What follows belongs to an exercise in optimizing a design on an open flow for small area; a production flow would make more cautious choices. In this exercise RTL edits were held to simulation tests only and were not proved equivalent to the original. Power is estimated from default activity; no workload was simulated.

Design rvCore, start of the top module:
module rvCore (
	input  logic           clk,
	input  logic           rstN,
	input  rvIsaPkg::wordT InstrData,
	input  rvIsaPkg::wordT MemData,
	output rvIsaPkg::addrT PC,
	output rvIsaPkg::addrT RWAddress,
	output rvIsaPkg::wordT WriteData,
	output logic           MemRead,
	output logic           MemWrite
);
	localparam int NumRegs = 31;
	localparam int TapB    = 16;
	localparam logic [1:0] StFirst  = 2'd0;   
	localparam logic [1:0] StSecond = 2'd1;   
	localparam logic [1:0] StMem    = 2'd2;   
	localparam logic [1:0] StWb     = 2'd3;   
	logic [NumRegs*32-1:0] ring;
	logic [4:0]  cnt;       
	logic [1:0]  state;
	logic        go;        
	logic        selA;      
	logic        selB;      
	logic [31:0] acc;
	logic [29:0] pcHi;
	logic [31:0] ins;
	logic [4:0]  rs1, rs2, rd;
	logic [2:0]  f3;
	logic        isReg, isImm, isLoad, isStore, isBranch, isJal, wrRd;
	logic [1:0]  stateNext;
	logic [4:0]  cntNext, cntNextB, srcNext;
	logic        goNext, needSrc;
	logic [31:0] tap, opX, opY, imm, aluOut;
	logic        usePc, useAcc, useImm, useMem, doSub, taken, eqFlag;
	logic [2:0]  fn;
	assign ins = InstrData;
	assign rs1 = ins[19:15];
	assign rs2 = ins[24:20];
	assign rd  = ins[11:7];
	assign f3  = ins[14:12];
	assign isJal    = ins[2];
	assign isBranch = ins[6] & ~ins[2];
	assign isReg    = ins[5] & ins[4];
	assign isImm    = ~ins[5] & ins[4];
	assign isLoad   = ~ins[5] & ~ins[4];
	assign isStore  = ~ins[6] & ins[5] & ~ins[4];
	assign wrRd     = (isReg | isImm | isLoad | isJal) && rd != 5'd0;
	always_comb begin
		stateNext = state;
		if (go) begin
			case (state)
				StFirst:  stateNext = isLoad ? StMem : (isReg | isBranch | isStore) ? StSecond : StWb;
				StSecond: stateNext = StWb;
				StMem:    stateNext = StWb;
				default:  stateNext = StFirst;
			endcase
		end
	end
	assign cntNext  = (cnt == 5'(NumRegs)) ? 5'd1 : cnt + 5'd1;
	assign cntNextB = (cntNext > 5'(NumRegs - TapB)) ? cntNext - 5'(NumRegs - TapB)
		: cntNext + 5'(TapB);
	assign srcNext = (stateNext == StFirst) ? ((isReg | isBranch) ? rs2 : rs1)
		: (isStore ? rs2 : rs1);
  ...
clock: 7.0 ns
lec_check: 0
cap_margin: 20
core_margin: 2
core_utilization: 40
cts_buf_list: sky130_fd_sc_hd__clkbuf_8
cts_cluster_diameter: 60
cts_cluster_size: 16
place_density: 0.6
slew_margin: 20
run.sh (not shown) runs the stock make flow with config.mk's settings and CLKGATE_MAP_FILE= SYNTH_SCRIPT=/design/flow/synth_recipe.tcl, a recipe that flattens the netlist after the stock synthesis.
The starting point finished with timing, DRC and antenna clean.
Next try:
==> flow/flow/run.sh (new file) <==
#!/bin/bash
# Own layout flow: the standard flow (standard synthesis unchanged), with
# smaller port buffers and a clock tree without dummy loads. Each tool's output
# goes to a log file of its own here.
set -euo pipefail
export BUFFER_PORTS_ARGS="-buffer_cell sky130_fd_sc_hd__buf_1"
export CTS_ARGS="-sink_clustering_enable -repair_clock_nets -buf_list sky130_fd_sc_hd__clkbuf_16 -sink_clustering_size 30 -sink_clustering_max_diameter 80 -dont_use_dummy_load"
bash standard.sh synth > log_1_synth.txt 2>&1
bash standard.sh finish > log_2_layout.txt 2>&1
==> flow/standard.sh (new file) <==
#!/bin/bash
# synth_recipe.tcl (not shown) runs the flow's synth.tcl, then flattens the netlist and writes it again
# the make line also repeats each setting of config.mk as NAME=value (left out here)
make -C /OpenROAD-flow-scripts/flow DESIGN_CONFIG=/design/flow/config.mk WORK_HOME=/design/flow/orfs CLKGATE_MAP_FILE= SYNTH_SCRIPT=/design/flow/synth_recipe.tcl "${@:-finish}"
Settings changed: CTS_BUF_LIST sky130_fd_sc_hd__clkbuf_8 to unset, CTS_CLUSTER_DIAMETER 60 to unset, CTS_CLUSTER_SIZE 16 to unset.
removed: flow/run.sh
Result:
- The new run completed without violations
- worst hold slack loses 0.037 ns
- design area fell by a few percent
- synthesized area is unchanged
- worst setup slack loses 0.086 ns
- non-clock buffer count fell by 51
- clock skew rose by 0.0071 ns
- sequential cell count does not change
- cell count fell by a few percent


build 2:
The RTL this note starts from:
==> flow/design.v <==
package rvIsaPkg;
	typedef logic [31:0] wordT;
	typedef logic [31:0] addrT;
	typedef logic [4:0]  regIdxT;
	localparam logic [6:0] OpReg    = 7'b0110011;
	localparam logic [6:0] OpImm    = 7'b0010011;
	localparam logic [6:0] OpLoad   = 7'b0000011;
	localparam logic [6:0] OpStore  = 7'b0100011;
	localparam logic [6:0] OpBranch = 7'b1100011;
	localparam logic [6:0] OpJal    = 7'b1101111;
	localparam logic [2:0] Funct3Beq = 3'b000;
	localparam logic [2:0] Funct3Bne = 3'b001;
	localparam logic [2:0] Funct3Add = 3'b000;
	localparam logic [2:0] Funct3Slt = 3'b010;
	localparam logic [2:0] Funct3Xor = 3'b100;
	localparam logic [2:0] Funct3Or  = 3'b110;
	localparam logic [2:0] Funct3And = 3'b111;
	localparam int Funct7Sub = 5;
	typedef enum logic [2:0] {
		AluAdd,
		AluSub,
		AluAnd,
		AluOr,
		AluXor,
		AluSlt
	} aluOpT;
endpackage
package rvPipePkg;
	localparam logic [31:0]      ResetPc = 32'h0000_0000;
	localparam logic [31:0]      PcStep  = 32'd4;
	localparam logic [4:0] ZeroReg = 5'd0;
	typedef struct packed {
		logic            regWrite;
		logic            memRead;
		logic            memWrite;
		logic            aluImm;
		logic            aluPc;
		logic [2:0] aluOp;
	} ctrlT;
	typedef struct packed {
		ctrlT             ctrl;
		logic [31:0]      pc;
		logic [31:0]   rs1Val;
		logic [31:0]   rs2Val;
		logic [31:0]   imm;
		logic [4:0] rs1;
		logic [4:0] rs2;
		logic [4:0] rd;
	} decExT;
	typedef struct packed {
		logic [31:0]   aluOut;
		logic [31:0]   storeData;
		logic [4:0] rd;
		logic             regWrite;
		logic             memRead;
		logic             memWrite;
	} exMemT;
	typedef struct packed {
		logic             regWrite;
		logic [4:0] rd;
		logic [31:0]   data;
	} wbT;
endpackage
`timescale 1ns/1ps
module rvCore (
	input  logic           clk,
	input  logic           rstN,
	input  rvIsaPkg::wordT InstrData,
	input  rvIsaPkg::wordT MemData,
	output rvIsaPkg::addrT PC,
	output rvIsaPkg::addrT RWAddress,
	output rvIsaPkg::wordT WriteData,
	output logic           MemRead,
	output logic           MemWrite
);
	localparam int NumRegs = 31;
	localparam int TapB    = 16;
	localparam logic [1:0] StFirst  = 2'd0;   
	localparam logic [1:0] StSecond = 2'd1;   
	localparam logic [1:0] StMem    = 2'd2;   
	localparam logic [1:0] StWb     = 2'd3;   
	logic [NumRegs*32-1:0] ring;
	logic [4:0]  cnt;       
	logic [1:0]  state;
	logic        go;        
	logic        selA;      
	logic        selB;      
	logic [31:0] acc;
	logic [29:0] pcHi;
	logic [31:0] ins;
	logic [4:0]  rs1, rs2, rd;
	logic [2:0]  f3;
	logic        isReg, isImm, isLoad, isStore, isBranch, isJal, wrRd;
	logic [1:0]  stateNext;
	logic [4:0]  cntNext, cntNextB, srcNext;
	logic        goNext, needSrc;
	logic [31:0] tap, opX, opY, imm, aluOut;
	logic        usePc, useAcc, useImm, useMem, doSub, taken;
	logic [2:0]  fn;
	assign ins = InstrData;
	assign rs1 = ins[19:15];
	assign rs2 = ins[24:20];
	assign rd  = ins[11:7];
	assign f3  = ins[14:12];
	assign isJal    = ins[2];
	assign isBranch = ins[6] & ~ins[2];
	assign isReg    = ins[5] & ins[4];
	assign isImm    = ~ins[5] & ins[4];
	assign isLoad   = ~ins[5] & ~ins[4];
	assign isStore  = ~ins[6] & ins[5] & ~ins[4];
	assign wrRd     = (isReg | isImm | isLoad | isJal) && rd != 5'd0;
	always_comb begin
		stateNext = state;
		if (go) begin
			case (state)
				StFirst:  stateNext = isLoad ? StMem : (isReg | isBranch | isStore) ? StSecond : StWb;
				StSecond: stateNext = StWb;
				StMem:    stateNext = StWb;
				default:  stateNext = StFirst;
			endcase
		end
	end
	assign cntNext  = (cnt == 5'(NumRegs)) ? 5'd1 : cnt + 5'd1;
	assign cntNextB = (cntNext > 5'(NumRegs - TapB)) ? cntNext - 5'(NumRegs - TapB)
		: cntNext + 5'(TapB);
	assign srcNext = (stateNext == StFirst) ? ((isReg | isBranch) ? rs2 : rs1)
		: (isStore ? rs2 : rs1);
	assign needSrc = (stateNext == StFirst && !isJal) || stateNext == StSecond;
	always_comb begin
		case (stateNext)
			StMem:   goNext = 1'b1;
			StWb:    goNext = !wrRd || rd == cntNext;
			default: goNext = !needSrc || srcNext == 5'd0 || srcNext == cntNext || srcNext == cntNextB;
		endcase
	end
	always_ff @(posedge clk) begin
		if (!rstN) begin
			cnt   <= 5'd1;
			state <= StFirst;
			go    <= 1'b0;
			selA  <= 1'b0;
			selB  <= 1'b0;
		end else begin
			cnt   <= cntNext;
			state <= stateNext;
			if (state == StWb && go) begin
				go   <= 1'b0;
				selA <= 1'b0;
				selB <= 1'b0;
			end else begin
				go   <= goNext;
				selA <= needSrc && srcNext != 5'd0 && srcNext == cntNext;
				selB <= needSrc && srcNext != 5'd0 && srcNext == cntNextB;
			end
		end
	end
	assign tap   = ({32{selA}} & ring[31:0]) | ({32{selB}} & ring[TapB*32 +: 32]);
	assign taken = (acc == 32'd0) ^ f3[0];
	always_comb begin
		imm    = 32'd4;
		usePc  = 1'b0;
		useAcc = 1'b1;
		useImm = 1'b0;
		useMem = 1'b0;
		fn     = 3'b000;
		doSub  = 1'b0;
		case (state)
			StFirst: if (go) begin
				useAcc = 1'b0;
				if (isJal) begin
					usePc  = 1'b1;
					useImm = 1'b1;
				end else if (isImm || isLoad || isStore) begin
					useImm = 1'b1;
					imm    = isStore ? {{20{ins[31]}}, ins[31:25], ins[11:7]}
						: {{20{ins[31]}}, ins[31:20]};
					if (isImm) fn = f3;
				end
			end
			StSecond: if (go && !isStore) begin
				fn    = isBranch ? 3'b100 : f3;
				doSub = isReg && ins[30];
			end
			StMem: begin
				useAcc = 1'b0;
				useMem = 1'b1;
			end
			default: if (go) begin
				useAcc = 1'b0;
				usePc  = 1'b1;
				useImm = 1'b1;
				if (isJal) imm = {{11{ins[31]}}, ins[31], ins[19:12], ins[20], ins[30:21], 1'b0};
				else if (isBranch && taken)
					imm = {{19{ins[31]}}, ins[31], ins[7], ins[30:25], ins[11:8], 1'b0};
			end
		endcase
	end
	assign opX = tap | {usePc ? pcHi : 30'd0, 2'b00};
	assign opY = ({32{useAcc}} & acc) | ({32{useImm}} & imm) | ({32{useMem}} & MemData);
	logic        sub, lt;
	logic [32:0] sumC;
	logic [31:0] sum;
	assign sub  = doSub || fn == 3'b010;
	assign sumC = {opX, 1'b1} + {opY ^ {32{sub}}, sub};
	assign sum  = sumC[32:1];
	assign lt   = (opX[31] ^ opY[31]) ? opX[31] : sum[31];
	always_comb begin
		case (fn)
			3'b010:  aluOut = {31'd0, lt};
			3'b100:  aluOut = opX ^ opY;
			3'b110:  aluOut = opX | opY;
			3'b111:  aluOut = opX & opY;
			default: aluOut = sum;
		endcase
	end
	always_ff @(posedge clk) begin
		ring <= {(state == StWb && go && wrRd) ? acc : ring[31:0], ring[NumRegs*32-1:32]};
		acc  <= aluOut;
	end
	always_ff @(posedge clk) begin
		if (!rstN) pcHi <= 30'd0;
		else if (state == StWb && go) pcHi <= aluOut[31:2];
	end
	assign PC        = {pcHi, 2'b00};
	assign RWAddress = acc;
	assign WriteData = tap;
	assign MemRead   = state == StMem;
	assign MemWrite  = state == StSecond && go && isStore;
endmodule
==> flow/config.mk <==
export PLATFORM = sky130hd
export DESIGN_NAME = rvCore
export DESIGN_NICKNAME = rvCore
export VERILOG_FILES = /design/flow/design.v
export SDC_FILE = /design/flow/constraint.sdc
export NUM_CORES = 4
export LEC_CHECK = 0
export CAP_MARGIN = 20
export CORE_MARGIN = 2
export CORE_UTILIZATION = 40
export PLACE_DENSITY = 0.6
export SLEW_MARGIN = 20
==> flow/constraint.sdc <==
create_clock -name core_clock -period 7.0 [get_ports {clk}]
set_input_delay 1.4000 -clock core_clock [delete_from_list [all_inputs] [get_ports {clk}]]
set_output_delay 1.4000 -clock core_clock [all_outputs]
set_load 0.01 [all_outputs]
standard.sh (not shown) runs the stock make flow with config.mk's settings and CLKGATE_MAP_FILE= SYNTH_SCRIPT=/design/flow/synth_recipe.tcl, a recipe that flattens the netlist after the stock synthesis.
==> flow/flow/run.sh <==
#!/bin/bash
# Own layout flow: the standard synthesis, its combinational logic re-mapped for
# area (registers untouched), then the standard ORFS layout steps with smaller
# port buffers and clock-tree settings. Each tool logs to its own file here.
set -euo pipefail
W=$PWD
R=$W/orfs/results/$FLOW_PLATFORM/rvCore/base
YOSYS=$FLOW_HOME/../tools/install/yosys/bin/yosys
[[ -x $YOSYS ]] || YOSYS=yosys
LIB=$FLOW_HOME/platforms/$FLOW_PLATFORM/lib/sky130_fd_sc_hd__tt_025C_1v80.lib

bash standard.sh synth > $W/log_1_standard_synth.txt 2>&1

cp $R/1_2_yosys.v $W/standard_synth.v
REMAP_IN=$W/standard_synth.v REMAP_OUT=$W/remapped.v REMAP_LIB=$LIB REMAP_ABC=$W/flow/remap.abc \
	$YOSYS -c $W/flow/remap.tcl > $W/log_2_remap.txt 2>&1
cp $W/remapped.v $R/1_2_yosys.v
rm -f $R/1_synth.odb $R/1_synth.sdc

export BUFFER_PORTS_ARGS="-buffer_cell sky130_fd_sc_hd__buf_1"
export CTS_ARGS="-sink_clustering_enable -repair_clock_nets -buf_list sky130_fd_sc_hd__clkbuf_8 -sink_clustering_size 16 -sink_clustering_max_diameter 60 -dont_use_dummy_load"
bash standard.sh finish > $W/log_3_standard_layout.txt 2>&1
==> flow/flow/remap.abc <==
strash
&get -n
&deepsyn -T 20
&put
dch -f
&get -n
&nf
&put
topo
buffer -p
upsize
dnsize
==> flow/flow/remap.tcl <==
# Re-maps the combinational logic of the standard synthesis netlist for area.
# The registers stay as they are: same instances, names and cell types.
# Arguments come from the environment: REMAP_IN, REMAP_OUT, REMAP_LIB, REMAP_ABC.
yosys -import
set lib $::env(REMAP_LIB)
read_liberty -ignore_miss_func $lib
read_verilog $::env(REMAP_IN)
hierarchy -top $::env(FLOW_TOP)
# Keep every sequential cell as an instance; flatten the rest into gates
set seq {}
foreach m [lsort -unique [regexp -all -inline {sky130_fd_sc_hd__(?:dfxtp|dfrtp|dfstp|dfbbp|dfrbp|dfxbp|edfxtp|sdf\w*|dlx\w*|dlr\w*)_\d+} [read [open $::env(REMAP_IN)]]]] {
	lappend seq $m
	setattr -mod -set keep_hierarchy 1 $m
}
puts "sequential cell types kept: $seq"
flatten
opt -purge
abc -liberty $lib -dont_use sky130_fd_sc_hd__lpflow_* -dont_use sky130_fd_sc_hd__probe* -script $::env(REMAP_ABC)
opt_clean -purge
splitnets
opt_clean -purge
hilomap -singleton -hicell sky130_fd_sc_hd__conb_1 HI -locell sky130_fd_sc_hd__conb_1 LO
insbuf -buf sky130_fd_sc_hd__buf_1 A X
tee -o $::env(REMAP_OUT).stat stat -liberty $lib
select $::env(FLOW_TOP)
write_verilog -noattr -nohex -nodec -selected $::env(REMAP_OUT)
What the final checks of build 2 revealed, after a flow that finished every stage, was a layout that fails on negative setup slack.
--- input diff build 2..build 56 ---
==> flow/flow/remap.abc <==
strash
&get -n
&dch -f
&nf
&put
--- outcome ---
Build 56 reached the end of the flow, and the finished layout is clean on the timing, DRC and antenna checks. Delta (build 56 minus build 2): filler-free cell count of the finished design higher; wire length higher; fraction of area in clock buffers and inverters roughly the same; total power higher. Build 56: net switching component of the power 17% above build 2. Setup slack after layout in build 56 vs build 2: up 1.78 ns. When the final numbers for build 2 and build 56 were put side by side, the final cycle utilization of the critical path turned out to be greater in build 2. Lower via count of the first global-routing pass goes to build 2 over build 56. Build 2 has a higher number of stages on the worst setup path than build 56.
Inputs modified between build 56 and build 40:
# build 56
export LEC_CHECK = 0
export CAP_MARGIN = 20
export CORE_MARGIN = 2
export CORE_UTILIZATION = 40
export PLACE_DENSITY = 0.6
export SLEW_MARGIN = 20
create_clock -name core_clock -period 7.0 [get_ports {clk}]
# build 40
export LEC_CHECK = 0
export CAP_MARGIN = 20
export CORE_MARGIN = 2
export CORE_UTILIZATION = 40
export CTS_BUF_LIST = sky130_fd_sc_hd__clkbuf_8
export CTS_CLUSTER_DIAMETER = 60
export CTS_CLUSTER_SIZE = 16
export PLACE_DENSITY = 0.6
export SLEW_MARGIN = 20
create_clock -name core_clock -period 7.0 [get_ports {clk}]
==> flow/run.sh (new file) <==
#!/bin/bash
# synth_recipe.tcl (not shown) runs the flow's synth.tcl, then flattens the netlist and writes it again
# the make line also repeats each setting of config.mk as NAME=value (left out here)
make -C /OpenROAD-flow-scripts/flow DESIGN_CONFIG=/design/flow/config.mk WORK_HOME=/design/flow/orfs CLKGATE_MAP_FILE= SYNTH_SCRIPT=/design/flow/synth_recipe.tcl finish
removed: flow/flow/run.sh
removed: flow/flow/remap.abc
removed: flow/flow/remap.tcl
removed: flow/standard.sh
--- outcome ---
Lower total power goes to build 56 over build 40. Die area was higher in build 40 than in build 56. Diff build 56 -> build 40: clock network power share went up by 0.9 points, fill cell total of the finished layout up 1.7%. [build 40 vs build 56] final-layout clock buffer total: higher in build 40. Non-filler instance count after layout grows by a few percent when moving from build 56 to build 40. Build 40 falls short of build 56 in post-detailed-routing wire length. The per-instance average area after synthesis in build 40 was higher than what build 56 gave.

==> what the ideal ports hide <==
The results above use ideal ports. As a check the final layouts listed here were re-extracted and re-timed, cells and wires unchanged. Step 1, drivers: a clkbuf_16 drives clk and a buf_2 each remaining input, both assumed. Step 2, shift: input delay + t, output delay - t, t = (earliest + latest rising clock arrival at the registers) / 2. This alone moves slack from input paths to output paths. Slacks: no drivers / after step 1 / after step 2; pairs: no drivers / after step 1.
run	t (ns)	setup WS [ns]	clock arrival spread, ns	slew at the worst register clock pin (ns)	worst data-port slew with drivers (ns)
the first run of note 1	0.734	0.770 / 0.801 / 0.067	0.063 / 0.062	0.10 / 0.10	0.13
the second run of note 1	0.618	0.684 / 0.719 / 0.101	0.076 / 0.076	0.11 / 0.11	0.10
build 2	0.715	-0.658 / -0.658 / -1.335	0.121 / 0.121	0.10 / 0.10	0.13
build 56	0.724	1.122 / 1.122 / 0.458	0.069 / 0.069	0.10 / 0.10	0.16
build 40	0.736	1.141 / 1.175 / 0.439	0.039 / 0.039	0.10 / 0.10	0.11
For the first run of note 1, which loses most, drivers alone change the setup slack by +0.031 ns; drivers and shift together by -0.703 ns.
